What follows belongs to an exercise in optimizing a design on an open flow for small area, a short achievable clock period and few clock cycles; a production flow would make more cautious choices.
In this exercise RTL edits were held to simulation tests only and were not proved equivalent to the original.

==> trial 24: inputs <==
==> flow/design.v <==
`timescale 1ns/1ps
module tag_store_top (
  input  logic                   clk_i,
  input  logic                   rst_i,
  input  logic [(1 + 4 + $clog2(16) + 8 + 1)-1:0]   req_i,
  input  logic                   valid_i,
  output logic                   ready_o,
  input  logic [4-1:0]    lock_i,
  output logic [(4 + 2 + 8)-1:0]   res_o,
  output logic                   valid_o,
  input  logic                   ready_i
);
  localparam int QD = 4;    
  function automatic logic [3:0] victim_oh(input logic [3:0] elig,
                                           input logic [3:0] valid,
                                           input logic [1:0] ptr);
    logic [3:0] free, rot, r0, r1, r2, r3;
    free = elig & ~valid;
    r0 = elig[0] ? 4'b0001 : elig[1] ? 4'b0010 : elig[2] ? 4'b0100 : elig[3] ? 4'b1000 : 4'b0000;
    r1 = elig[1] ? 4'b0010 : elig[2] ? 4'b0100 : elig[3] ? 4'b1000 : elig[0] ? 4'b0001 : 4'b0000;
    r2 = elig[2] ? 4'b0100 : elig[3] ? 4'b1000 : elig[0] ? 4'b0001 : elig[1] ? 4'b0010 : 4'b0000;
    r3 = elig[3] ? 4'b1000 : elig[0] ? 4'b0001 : elig[1] ? 4'b0010 : elig[2] ? 4'b0100 : 4'b0000;
    case (ptr)
      2'd0:    rot = r0;
      2'd1:    rot = r1;
      2'd2:    rot = r2;
      default: rot = r3;
    endcase
    if (free[0])      victim_oh = 4'b0001;
    else if (free[1]) victim_oh = 4'b0010;
    else if (free[2]) victim_oh = 4'b0100;
    else if (free[3]) victim_oh = 4'b1000;
    else              victim_oh = rot;
  endfunction
  logic       rdy_q;
  logic [2:0] cnt_q;
  logic       accept;
  logic       pop;
  logic [2:0] cnt_next;
  assign accept   = valid_i & rdy_q;
  assign pop      = valid_o & ready_i;
  assign cnt_next = cnt_q + {2'b0, accept} - {2'b0, pop};
  always_ff @(posedge clk_i) begin
    if (rst_i) begin
      cnt_q <= '0;
      rdy_q <= 1'b1;
    end else begin
      cnt_q <= cnt_next;
      rdy_q <= cnt_next < 3'(QD);
    end
  end
  assign ready_o = rdy_q;
  logic        a_v;
  logic [17:0] a_req;
  logic [3:0]  a_lock;
  logic [15:0] a_sel;
  always_ff @(posedge clk_i) begin
    if (rst_i) a_v <= 1'b0;
    else       a_v <= accept;
    a_req  <= req_i;
    a_lock <= lock_i;
    for (int s = 0; s < 16; s++) a_sel[s] <= (req_i[12:9] == 4'(s));
  end
  logic [3:0] a_ind, a_idx, a_elig;
  logic [7:0] a_tag;
  assign a_ind  = a_req[16:13];
  assign a_idx  = a_req[12:9];
  assign a_tag  = a_req[8:1];
  assign a_elig = a_ind & ~a_lock;
  logic [3:0]  m_valid [16];
  logic [3:0]  m_dirty [16];
  logic [1:0]  m_ptr   [16];
  logic [7:0]  m_tag   [16][4];
  logic [3:0]  rd_valid, rd_dirty;
  logic [7:0]  rd_tag [4];
  logic [1:0]  rd_ptr;
  always_comb begin
    rd_valid = '0;
    rd_dirty = '0;
    rd_ptr   = '0;
    for (int w = 0; w < 4; w++) rd_tag[w] = '0;
    for (int s = 0; s < 16; s++) begin
      rd_valid = rd_valid | ({4{a_sel[s]}} & m_valid[s]);
      rd_dirty = rd_dirty | ({4{a_sel[s]}} & m_dirty[s]);
      rd_ptr   = rd_ptr   | ({2{a_sel[s]}} & m_ptr[s]);
      for (int w = 0; w < 4; w++) rd_tag[w] = rd_tag[w] | ({8{a_sel[s]}} & m_tag[s][w]);
    end
  end
  logic        b_v, b_flush, b_dirty, b_same, b_found;
  logic [3:0]  b_ind, b_idx;
  logic [7:0]  b_tag;
  logic [3:0]  b_hit0, b_hitk, b_vic0, b_ahitx;
  logic        b_ahit0;
  logic [3:0]  hit0_n, hitk_n;
  logic [3:0]  b_vick [4];
  logic [3:0]  b_valid0, b_dirtyv;
  logic [1:0]  b_ptr;
  logic [7:0]  b_tags [4];
  logic        same_n, eq_prev;
  logic [3:0]  v0;
  assign same_n  = b_v && (b_idx == a_idx);
  assign eq_prev = (b_tag == a_tag);
  assign v0      = rd_valid & ~((same_n && b_flush) ? b_ind : 4'b0);
  always_comb begin
    for (int w = 0; w < 4; w++) begin
      hit0_n[w] = a_ind[w] & v0[w] & (rd_tag[w] == a_tag);
      hitk_n[w] = a_ind[w] & eq_prev;
    end
  end
  always_ff @(posedge clk_i) begin
    if (rst_i) b_v <= 1'b0;
    else       b_v <= a_v;
    b_flush  <= a_req[17];
    b_ind    <= a_ind;
    b_idx    <= a_idx;
    b_tag    <= a_tag;
    b_dirty  <= a_req[0];
    b_same   <= same_n;
    b_found  <= |a_elig;
    b_hit0   <= hit0_n;
    b_hitk   <= hitk_n;
    b_ahit0  <= |hit0_n;
    for (int k = 0; k < 4; k++) begin
      b_ahitx[k] <= (|(hit0_n & ~(4'b0001 << k))) | hitk_n[k];
      b_tags[k]  <= rd_tag[k];
    end
    b_vic0   <= victim_oh(a_elig, v0, rd_ptr);
    for (int k = 0; k < 4; k++)
      b_vick[k] <= victim_oh(a_elig, rd_valid | (4'b0001 << k), 2'(k + 1));
    b_valid0 <= v0;
    b_dirtyv <= rd_dirty;
    b_ptr    <= rd_ptr;
  end
  logic [3:0]  w_valid, w_dirty, w_mod;
  logic        w_any;
  logic [1:0]  w_ptr;
  logic [7:0]  w_tag;
  logic [3:0]  ms, hit, vic_oh, c_valid, c_dirty;
  logic [1:0]  c_ptr, vic;
  logic [7:0]  c_tag [4];
  logic        any_hit, hit_dirty;
  always_comb begin
    for (int w = 0; w < 4; w++) begin
      ms[w]    = b_same & w_mod[w];
      hit[w]   = ms[w] ? b_hitk[w] : b_hit0[w];
      c_tag[w] = ms[w] ? w_tag : b_tags[w];
    end
    if (b_same && w_any) any_hit = |(w_mod & b_ahitx);
    else                 any_hit = b_ahit0;
    vic_oh  = b_vic0;
    if (|ms) begin
      vic_oh = '0;
      for (int k = 0; k < 4; k++) vic_oh = vic_oh | ({4{w_mod[k]}} & b_vick[k]);
    end
    c_valid = b_same ? w_valid : b_valid0;
    c_dirty = b_same ? w_dirty : b_dirtyv;
    c_ptr   = b_same ? w_ptr   : b_ptr;
    hit_dirty = (hit[0] & c_dirty[0]) |
                (~hit[0] & hit[1] & c_dirty[1]) |
                (~hit[0] & ~hit[1] & hit[2] & c_dirty[2]) |
                (~hit[0] & ~hit[1] & ~hit[2] & c_dirty[3]);
  end
  assign vic = {vic_oh[3] | vic_oh[2], vic_oh[3] | vic_oh[1]};
  logic        lookup, refill, dirty_upd;
  logic [3:0]  refill_oh, n_valid, n_dirty, sel_oh, ev_oh;
  logic [1:0]  n_ptr;
  logic [13:0] c_res;
  logic [7:0]  etag;
  assign lookup    = ~b_flush;
  assign refill    = lookup & ~any_hit & b_found;
  assign refill_oh = {4{refill}} & vic_oh;
  assign dirty_upd = lookup & any_hit & b_dirty & ~hit_dirty;
  always_comb begin
    if (b_flush)     n_valid = c_valid & ~b_ind;
    else             n_valid = c_valid | refill_oh;
    if (dirty_upd)   n_dirty = c_dirty | hit;
    else if (refill) n_dirty = (c_dirty & ~vic_oh) | (vic_oh & {4{b_dirty}});
    else             n_dirty = c_dirty;
    n_ptr = refill ? vic + 2'd1 : c_ptr;
  end
  logic [3:0]  fsoh;
  assign fsoh   = {b_ind[3] & ~|b_ind[2:0], b_ind[2] & ~|b_ind[1:0], b_ind[1] & ~b_ind[0], ~|b_ind[3:1] | b_ind[0]};
  assign sel_oh = b_flush ? fsoh : vic_oh;
  assign ev_oh  = sel_oh & c_valid;
  always_comb begin
    etag = '0;
    for (int w = 0; w < 4; w++) etag = etag | ({8{ev_oh[w]}} & c_tag[w]);
    c_res = '0;
    if (lookup && any_hit) begin
      c_res[13:10] = hit;
      c_res[9]     = 1'b1;
    end else if (b_flush || b_found) begin
      c_res[13:10] = b_flush ? b_ind : vic_oh;
      c_res[8]     = |(ev_oh & c_dirty);
      c_res[7:0]   = etag;
    end
  end
  always_ff @(posedge clk_i) begin
    w_valid <= n_valid;
    w_dirty <= n_dirty;
    w_ptr   <= n_ptr;
    w_mod   <= refill_oh;
    w_any   <= refill;
    w_tag   <= b_tag;
  end
  always_ff @(posedge clk_i) begin
    for (int s = 0; s < 16; s++) begin
      if (rst_i || (b_v && (b_idx == 4'(s)))) begin
        m_valid[s] <= n_valid & {4{~rst_i}};
        m_ptr[s]   <= n_ptr & {2{~rst_i}};
      end
      if (b_v && (b_idx == 4'(s))) begin
        m_dirty[s] <= n_dirty;
        for (int w = 0; w < 4; w++)
          if (refill_oh[w]) m_tag[s][w] <= b_tag;
      end
    end
  end
  logic [13:0] q [QD];
  logic [2:0]  qn_q;
  logic        vo_q;
  logic [2:0]  qn_next;
  assign qn_next = qn_q + {2'b0, b_v} - {2'b0, pop};
  always_ff @(posedge clk_i) begin
    if (rst_i) begin
      qn_q <= '0;
      vo_q <= 1'b0;
    end else begin
      qn_q <= qn_next;
      vo_q <= qn_next != 3'd0;
    end
    for (int i = 0; i < QD; i++) begin
      if (rst_i && (i == 0)) begin
        q[i] <= '0;
      end else if (pop) begin
        if (b_v && (qn_q == 3'(i + 1))) q[i] <= c_res;
        else if (i < QD - 1)            q[i] <= q[(i + 1) % QD];
      end else if (b_v && (qn_q == 3'(i))) begin
        q[i] <= c_res;
      end
    end
  end
  assign valid_o = vo_q;
  assign res_o   = q[0];
endmodule
==> flow/run.sh <==
#!/bin/bash
# synth_recipe.tcl (not shown) runs the flow's synth.tcl, then flattens the netlist and writes it again
# the make line also repeats each setting of config.mk as NAME=value (left out here)
make -C /OpenROAD-flow-scripts/flow DESIGN_CONFIG=/design/flow/config.mk WORK_HOME=/design/flow/orfs CLKGATE_MAP_FILE= SYNTH_SCRIPT=/design/flow/synth_recipe.tcl finish
==> flow/config.mk <==
export PLATFORM = sky130hd
export DESIGN_NAME = tag_store_top
export DESIGN_NICKNAME = tag_store_top
export VERILOG_FILES = /design/flow/design.v
export SDC_FILE = /design/flow/constraint.sdc
export NUM_CORES = 4
export LEC_CHECK = 0
export ABC_CLOCK_PERIOD_IN_PS = 2500
export CAP_MARGIN = 20
export CORE_MARGIN = 2
export CORE_UTILIZATION = 40
export CTS_BUF_LIST = sky130_fd_sc_hd__clkbuf_8 sky130_fd_sc_hd__clkbuf_16
export CTS_CLUSTER_DIAMETER = 60
export CTS_CLUSTER_SIZE = 20
export SETUP_SLACK_MARGIN = 4.5
export SLEW_MARGIN = 20
export TNS_END_PERCENT = 30
==> flow/constraint.sdc <==
create_clock -name core_clock -period 7.0 [get_ports {clk_i}]
set_input_delay 1.4000 -clock core_clock [delete_from_list [all_inputs] [get_ports {clk_i}]]
set_output_delay 1.4000 -clock core_clock [all_outputs]
set_load 0.01 [all_outputs]
==> build 38 (differences from trial 24) <==
--- a/flow/design.v
+++ b/flow/design.v
@@ -87,7 +87,7 @@
     end
   end
   logic        b_v, b_flush, b_dirty, b_same, b_found;
-  logic [3:0]  b_ind, b_idx;
+  logic [3:0]  b_ind, b_idx, b_fsoh;
   logic [7:0]  b_tag;
   logic [3:0]  b_hit0, b_hitk, b_vic0, b_ahitx;
   logic        b_ahit0;
@@ -97,10 +97,17 @@
   logic [1:0]  b_ptr;
   logic [7:0]  b_tags [4];
   logic        same_n, eq_prev;
-  logic [3:0]  v0;
+  logic [3:0]  v0, fsoh;
   assign same_n  = b_v && (b_idx == a_idx);
   assign eq_prev = (b_tag == a_tag);
   assign v0      = rd_valid & ~((same_n && b_flush) ? b_ind : 4'b0);
+  always_comb begin
+    if (a_ind[0])      fsoh = 4'b0001;
+    else if (a_ind[1]) fsoh = 4'b0010;
+    else if (a_ind[2]) fsoh = 4'b0100;
+    else if (a_ind[3]) fsoh = 4'b1000;
+    else               fsoh = 4'b0001;
+  end
   always_comb begin
     for (int w = 0; w < 4; w++) begin
       hit0_n[w] = a_ind[w] & v0[w] & (rd_tag[w] == a_tag);
@@ -117,6 +124,7 @@
     b_dirty  <= a_req[0];
     b_same   <= same_n;
     b_found  <= |a_elig;
+    b_fsoh   <= fsoh;
     b_hit0   <= hit0_n;
     b_hitk   <= hitk_n;
     b_ahit0  <= |hit0_n;
@@ -178,9 +186,7 @@
     else             n_dirty = c_dirty;
     n_ptr = refill ? vic + 2'd1 : c_ptr;
   end
-  logic [3:0]  fsoh;
-  assign fsoh   = {b_ind[3] & ~|b_ind[2:0], b_ind[2] & ~|b_ind[1:0], b_ind[1] & ~b_ind[0], ~|b_ind[3:1] | b_ind[0]};
-  assign sel_oh = b_flush ? fsoh : vic_oh;
+  assign sel_oh = b_flush ? b_fsoh : vic_oh;
   assign ev_oh  = sel_oh & c_valid;
   always_comb begin
     etag = '0;
@@ -230,9 +236,7 @@
       vo_q <= qn_next != 3'd0;
     end
     for (int i = 0; i < QD; i++) begin
-      if (rst_i && (i == 0)) begin
-        q[i] <= '0;
-      end else if (pop) begin
+      if (pop) begin
         if (b_v && (qn_q == 3'(i + 1))) q[i] <= c_res;
         else if (i < QD - 1)            q[i] <= q[(i + 1) % QD];
       end else if (b_v && (qn_q == 3'(i))) begin
CTS_BUF_LIST = sky130_fd_sc_hd__clkbuf_16   (was sky130_fd_sc_hd__clkbuf_8 sky130_fd_sc_hd__clkbuf_16)
CTS_CLUSTER_DIAMETER = 80   (was 60)
CTS_CLUSTER_SIZE = 30   (was 20)
TNS_END_PERCENT = not set   (was 30)
==> results.ini <==
[finish]
final_cells=3366
multi_input_area_share_pct=22.8

[setup_path]
slowest_delay_ns=0.42

[run_status]
status=finished clean

[pwr]
power.density_mw_per_mm2=279

[route]
dr.pass1.iters=6

-- figures above: trial 24

==> results.ini <==
[finish]
multi_input_area_share_pct=22.7
final_cells=3260

[run_status]
status=finished clean

[placed_design]
io_buffers=41

[flow_run]
maxCapViolations=0

[pwr]
power.density_mw_per_mm2=270

[clock_network]
cts.path.max_buffers=3

-- figures above: build 38

Testbench counts of trial 24, summed over its fixed seeds: cycles 12,024.
Testbench counts of build 38, summed over its fixed seeds: cycles 12,024.

-- separate check: timing with driven ports --
The results above use ideal ports. As a check the final layouts listed here were re-extracted and re-timed, cells and wires unchanged.
Step 1 (the two cells are an assumption about what drives the block):
set clk [get_ports {clk_i}]
set_driving_cell -lib_cell sky130_fd_sc_hd__clkbuf_16 $clk
set_driving_cell -lib_cell sky130_fd_sc_hd__buf_2 [delete_from_list [all_inputs] $clk]
Step 2 adds t to the input delays and takes it off the output delays; t is the mean of the earliest and latest rising clock arrival at the registers after step 1. Input paths then give back, and output paths get back, about the clock's delay inside the block.
a / b / c = ideal / step 1 / step 2; a / b = the first two.
run | shift t [ns] | slack for setup (ns) | clock arrival spread, ns
trial 24 | 0.714 | 4.401 / 4.401 / 3.730 | 0.040 / 0.040
build 38 | 0.673 | 4.384 / 4.317 / 3.882 | 0.046 / 0.045
After both steps setup and hold are still met in every run listed. For trial 24, which loses most, drivers alone change the setup slack by 0.000 ns; drivers and shift together by -0.671 ns.
